What follows belongs to an exercise in optimizing a design on an open flow for small area, a short achievable clock period and few clock cycles per item; a production flow would make more cautious choices.
The RTL was checked by simulation tests, not by an equivalence proof against the original design.

## flow/design.v (module list and top-level ports; edited modules follow where they fit)
// module tdpf_step_w20_k4: 530 lines
// module tdpf_step_w10_k4: 350 lines
// module tdpf_store: 36 lines
// module trial_division_prime_factorizer_unit: 451 lines
module trial_division_prime_factorizer_unit #(
	parameter int MAX_DIVISOR = 1048576
) (
	input  logic                         clk,
	input  logic                         arst_n,
	input  logic                         s_tvalid,
	output logic                         s_tready,
	input  logic [tdpf_pkg::NUM_W-1:0]   s_tdata,   
	output logic                         m_tvalid,
	input  logic                         m_tready,
	output logic [tdpf_pkg::TDATA_W-1:0] m_tdata,   
	output logic [tdpf_pkg::STATUS_W-1:0] m_tuser,  
	output logic                         m_tlast,
	input  logic                         cfg_valid,
	output logic                         cfg_ready,
	input  logic [tdpf_pkg::CFG_W-1:0]   cfg_data   
);
  // ...
==> flow/run.sh <==
#!/bin/bash
# synth_recipe.tcl (not shown) runs the flow's synth.tcl, then flattens the netlist and writes it again
# the make line also repeats each setting of config.mk as NAME=value (left out here)
make -C /OpenROAD-flow-scripts/flow DESIGN_CONFIG=/design/flow/config.mk WORK_HOME=/design/flow/orfs CLKGATE_MAP_FILE= SYNTH_SCRIPT=/design/flow/synth_recipe.tcl finish
==> flow/config.mk <==
export PLATFORM = sky130hd
export DESIGN_NAME = trial_division_prime_factorizer_unit
export DESIGN_NICKNAME = trial_division_prime_factorizer_unit
export VERILOG_FILES = /design/flow/design.v
export SDC_FILE = /design/flow/constraint.sdc
export NUM_CORES = 4
export LEC_CHECK = 0
export CAP_MARGIN = 20
export CORE_MARGIN = 2
export CORE_UTILIZATION = 40
export SETUP_SLACK_MARGIN = 2.5
export SLEW_MARGIN = 20
==> flow/constraint.sdc <==
create_clock -name core_clock -period 6.0 [get_ports {clk}]
set_input_delay 1.2000 -clock core_clock [delete_from_list [all_inputs] [get_ports {clk}]]
set_output_delay 1.2000 -clock core_clock [all_outputs]
set_load 0.01 [all_outputs]
==> results.txt, run 1 <==
run status=complete, no violations; Critical Path AT=5.16 ns; slack of the worst reg-to-reg path=1.36 ns; Starting Density=0.403; Layout clock buffers=96; worst hold path stage count=1; Routed WL per cell=22.8 um; detailed-router iteration count before antenna repair=5; Inverters=292; kind of critical path=flop to flop; Syn. warnings=18; total area of sequential cells=18100 um^2; Syn-to-layout area delta=25.8%; DIE WIDTH=311 um; R2R cell count=17; initial antenna violation count=0; Top cell by count, worst path=fa_1; Crit Reg-Reg Endpoint=c0_q[9]$_SDFF_PP0_; CTS tree=built; Hold Path End=cfg_q[8]$_DFFE_PN0P_; most common cell after layout, fill and taps aside=edfxtp_1; GP Congestion=0.912; Critical R2R Launch=ci0_q$_SDFF_PP0_; antenna cells=0; type of origin of the critical path=flop; first-pass GRT wire length=177 mm; Fillers=8328; Synth Area in Compound Gates=0.137; fraction of area in multi-input gates=0.418; post-synthesis cell count=3535; CP Launch Point=ci0_q$_SDFF_PP0_; Worst path max stage delay=0.60 ns; clk latency of the worst-skew pair=0.64 ns; Final Skew=0.0448 ns; most used routing layer=met2
Testbench counts, summed over its fixed seeds: cycles 131,364, items 320.
==> run 2: changes to the inputs <==
--- a/flow/config.mk
+++ b/flow/config.mk
@@ -9,4 +9,3 @@
 export CORE_MARGIN = 2
 export CORE_UTILIZATION = 40
-export SETUP_SLACK_MARGIN = 2.5
 export SLEW_MARGIN = 20
==> results.txt, run 2 <==
CP Launch Point=s0_q[0]$_DFF_P_; GP Congestion=0.938 (+2.8%); Post-CTS Setup Bufs=0; Highest Clock Rate=182 MHz; detailed-router iteration count before antenna repair=6 (+1); Tmin final=5.50 ns; cell with the most instances after synthesis=edfxtp_1; Synth top cells by count=edfxtp_1 (509), nand2_1 (362), inv_1 (289); Final Non-Filler Cells=5007; setup violators final=0; Synth Cell Area=37700 um^2; Post-Place Cells=4872; kind of critical path=flop to flop; crit share post-route=0.917; Fin. Hold Viols=0; die area=96600 um^2; max-cap check violation count=0; vias per cell=5.56; Synth Flop Type=edfxtp_1; vias in the first global route=27700; clk latency of the worst-skew pair=0.65 ns (about the same); largest area contributor in the netlist=edfxtp_1; Largest Register=u_store.g_slot.p_q; Yosys cell types=95; GRT overflow=0; Starting Density=0.403 (unchanged); Slew HR=0.307; Worst Hold Slack=0.499 ns; Worst-Margin Slew=1.04 ns; root buffer cell=clkbuf_16; hold crit path type=flop to flop; Critical R2R Launch=s0_q[0]$_DFF_P_; type of origin of the critical path=flop; register bit count reported by yosys=643; biggest regs=u_store.g_slot.p_q (260), p_q (64), u_store.g_slot.c_q (54); critical path's slowest cell=xor2_1; Synth Area per Inst=10.7 um^2; Fillers=8661 (+4.0%); Hold Path Origin=widx_q[1]$_SDFFE_PP0P_; crit-path max FO=14; CTS tree=built; Sink Count=643; clock buffer depth=3; DP Wirelength=80.3 mm; post-cts resize count=0; io pins=184; Syn-to-layout area delta=15.6%; most common cell after layout, fill and taps aside=edfxtp_1; Worst setup EP type=flop; most frequent cells in the layout=edfxtp_1 (509), nand2_1 (361), inv_1 (289), nor2_1 (275), a21oi_1 (202); initial DRC count=2413; Port Buffer Count=178; Synth area leaders=edfxtp_1 (41%), fa_1 (8.1%), dfxtp_1 (5.7%); pin count of the biggest net entering global routing=79; antenna cells=0 (unchanged); layout net count=4083; Routed Antenna Nets=0; first-pass GRT wire length=170 mm (-3.9%); Worst path max stage delay=0.62 ns (+0.02 ns); EDFF count, synth=509; WP buf/inv=3; Tot GR Track Use=0.227; Routed WL per cell=22.3 um (-2.3%); share of Yosys cell area claimed by the top area cell type=0.406; Die Y=311 um; critical-path cell list=fa_1 -> fa_1 -> xor2_1 -> mux2i_1 -> xnor3_1 -> and3_1 -> a221o_1 -> nand2_1 -> a21boi_2 -> buf_4 -> and2_1 -> fa_1 -> inv_1 -> fa_1 -> inv_1 -> fa_1 -> and3_1; Sum Neg Setup Slack=0 ns; initial antenna violation count=1 (+1); Critical Path RT=6.51 ns; Critical Path AT=6.02 ns (+0.86 ns); Top cell by count, worst path=fa_1; post-synthesis async set-or-reset flop share=0.0404; RSZ-0062 raised after global routing=no; Routed Wire Length=111 mm; TritonCTS Buffers=73; Syn. warnings=18 (unchanged); Final Skew=0.0648 ns (+0.0201 ns); sequential area share after synthesis=0.481; num rows=112; Slew Limit Fails=0; DIE WIDTH=311 um (unchanged); Multi-input gate area=17800 um^2; Hold Buf Count CTS=0; core area=93300 um^2; total area of sequential cells=18100 um^2 (-0.12%); CTS H-tree depth=3; crit-path leading delay family=adder cells; run status=complete, no violations; clock transition at the registers of the reported paths=0.06 ns; max FFs per register=260; ratio of cells with drive above 1 in the final layout=0.0874; post-synthesis cell count=3535 (unchanged); DRC viols=0; Via Count=27900
-- run 2: path summary, 6_finish.rpt --
check	end	slack, ns	cells past startpoint
worst max-delay path	c0_q[4]$_SDFF_PP0_	0.50	17
worst min-delay path	widx_q[1]$_SDFFE_PP0P_	0.50	2
worst max register to register	c0_q[4]$_SDFF_PP0_	0.50	17
worst min register to register	widx_q[1]$_SDFFE_PP0P_	0.50	2
max in group asynchronous	cfg_q[20]$_DFFE_PN1P_	4.77	2
min in group asynchronous	cfg_q[4]$_DFFE_PN0P_	0.93	2
-- run 2: cell type report --
class                   instances  share of cell area
clock buffers                 102              0.0477
clock inverters                33             0.00995
inverters                     292              0.0252
multi-input cells            2409               0.408
flip-flops and latches        643               0.416
well taps                    1254              0.0360
repair buffers                274              0.0575
-- run 2: worst reg2reg max path, cell delays in order, from the launching register on --
cell and delay [ns]:
dfxtp_1 0.33, fa_1 0.48, fa_1 0.49, xor2_1 0.62, mux2i_1 0.30, xnor3_1 0.23
and3_1 0.19, a221o_1 0.28, nand2_1 0.09, a21boi_2 0.60, buf_4 0.28, and2_1 0.15
fa_1 0.17, inv_1 0.05, fa_1 0.49, inv_1 0.05, fa_1 0.44, and3_1 0.17
-- run 2: cell families (layout without fill, tap and decap cells) --
| group | count (synthesis) | in the layout | share of synthesized area |
|---|---|---|---|
| multiplexers | 103 | 103 | 0.0328 |
| XOR/XNOR | 105 | 105 | 0.0254 |
| other | 2 | 6 | 0.000199 |
| AND/OR/NAND/NOR | 1122 | 1122 | 0.144 |
| buffers and inverters | 487 | 701 | 0.0496 |
| flip-flops | 643 | 643 | 0.481 |
| adder cells (fa/ha/maj) | 300 | 300 | 0.130 |
| AO/OA/AOI/OAI | 773 | 773 | 0.137 |
-- run 2: layer usage --
layer,wire length (um),vias up,global-route usage
met5,0,-,0
met4,4540,0,0.0934
met3,7160,195,0.0357
met2,51900,969,0.367
met1,47800,13700,0.304
li1,-,13000,-
-- run 2: metrics by stage --
step / instance area (um^2) / setup slack, ns / util
floorplan: 37700 / 0.00451 / -
global placement: 41000 / 0.610 / 0.439
detailed placement: 41000 / 0.510 / 0.439
CTS: 43500 / 0.520 / 0.466
global route: 43500 / 0.169 / 0.466
finish: 43500 / 0.497 / 0.466

port drivers added, routing unchanged:
Ports are ideal in the flow. The routed layouts listed here were re-timed in OpenROAD.
Step 1 assumes that a clkbuf_16 drives the clock port and a buf_2 every other input.
Step 2 also shifts input and output timing later by t, the mid clock arrival at the registers, as if the neighbouring blocks saw the same clock.
Slacks: ideal ports / drivers / drivers and shift; pairs: ideal ports / drivers.
| run | shift t [ns] | setup slack, ns | worst setup path after step 2 | latest minus earliest clock arrival (ns) |
|---|---|---|---|---|
| run 1 | 0.691 | 1.364 / 1.364 / 1.364 | register to register | 0.045 / 0.044 |
| run 2 | 0.685 | 0.497 / 0.497 / 0.497 | register to register | 0.065 / 0.066 |
After both steps every run listed still meets setup and hold.
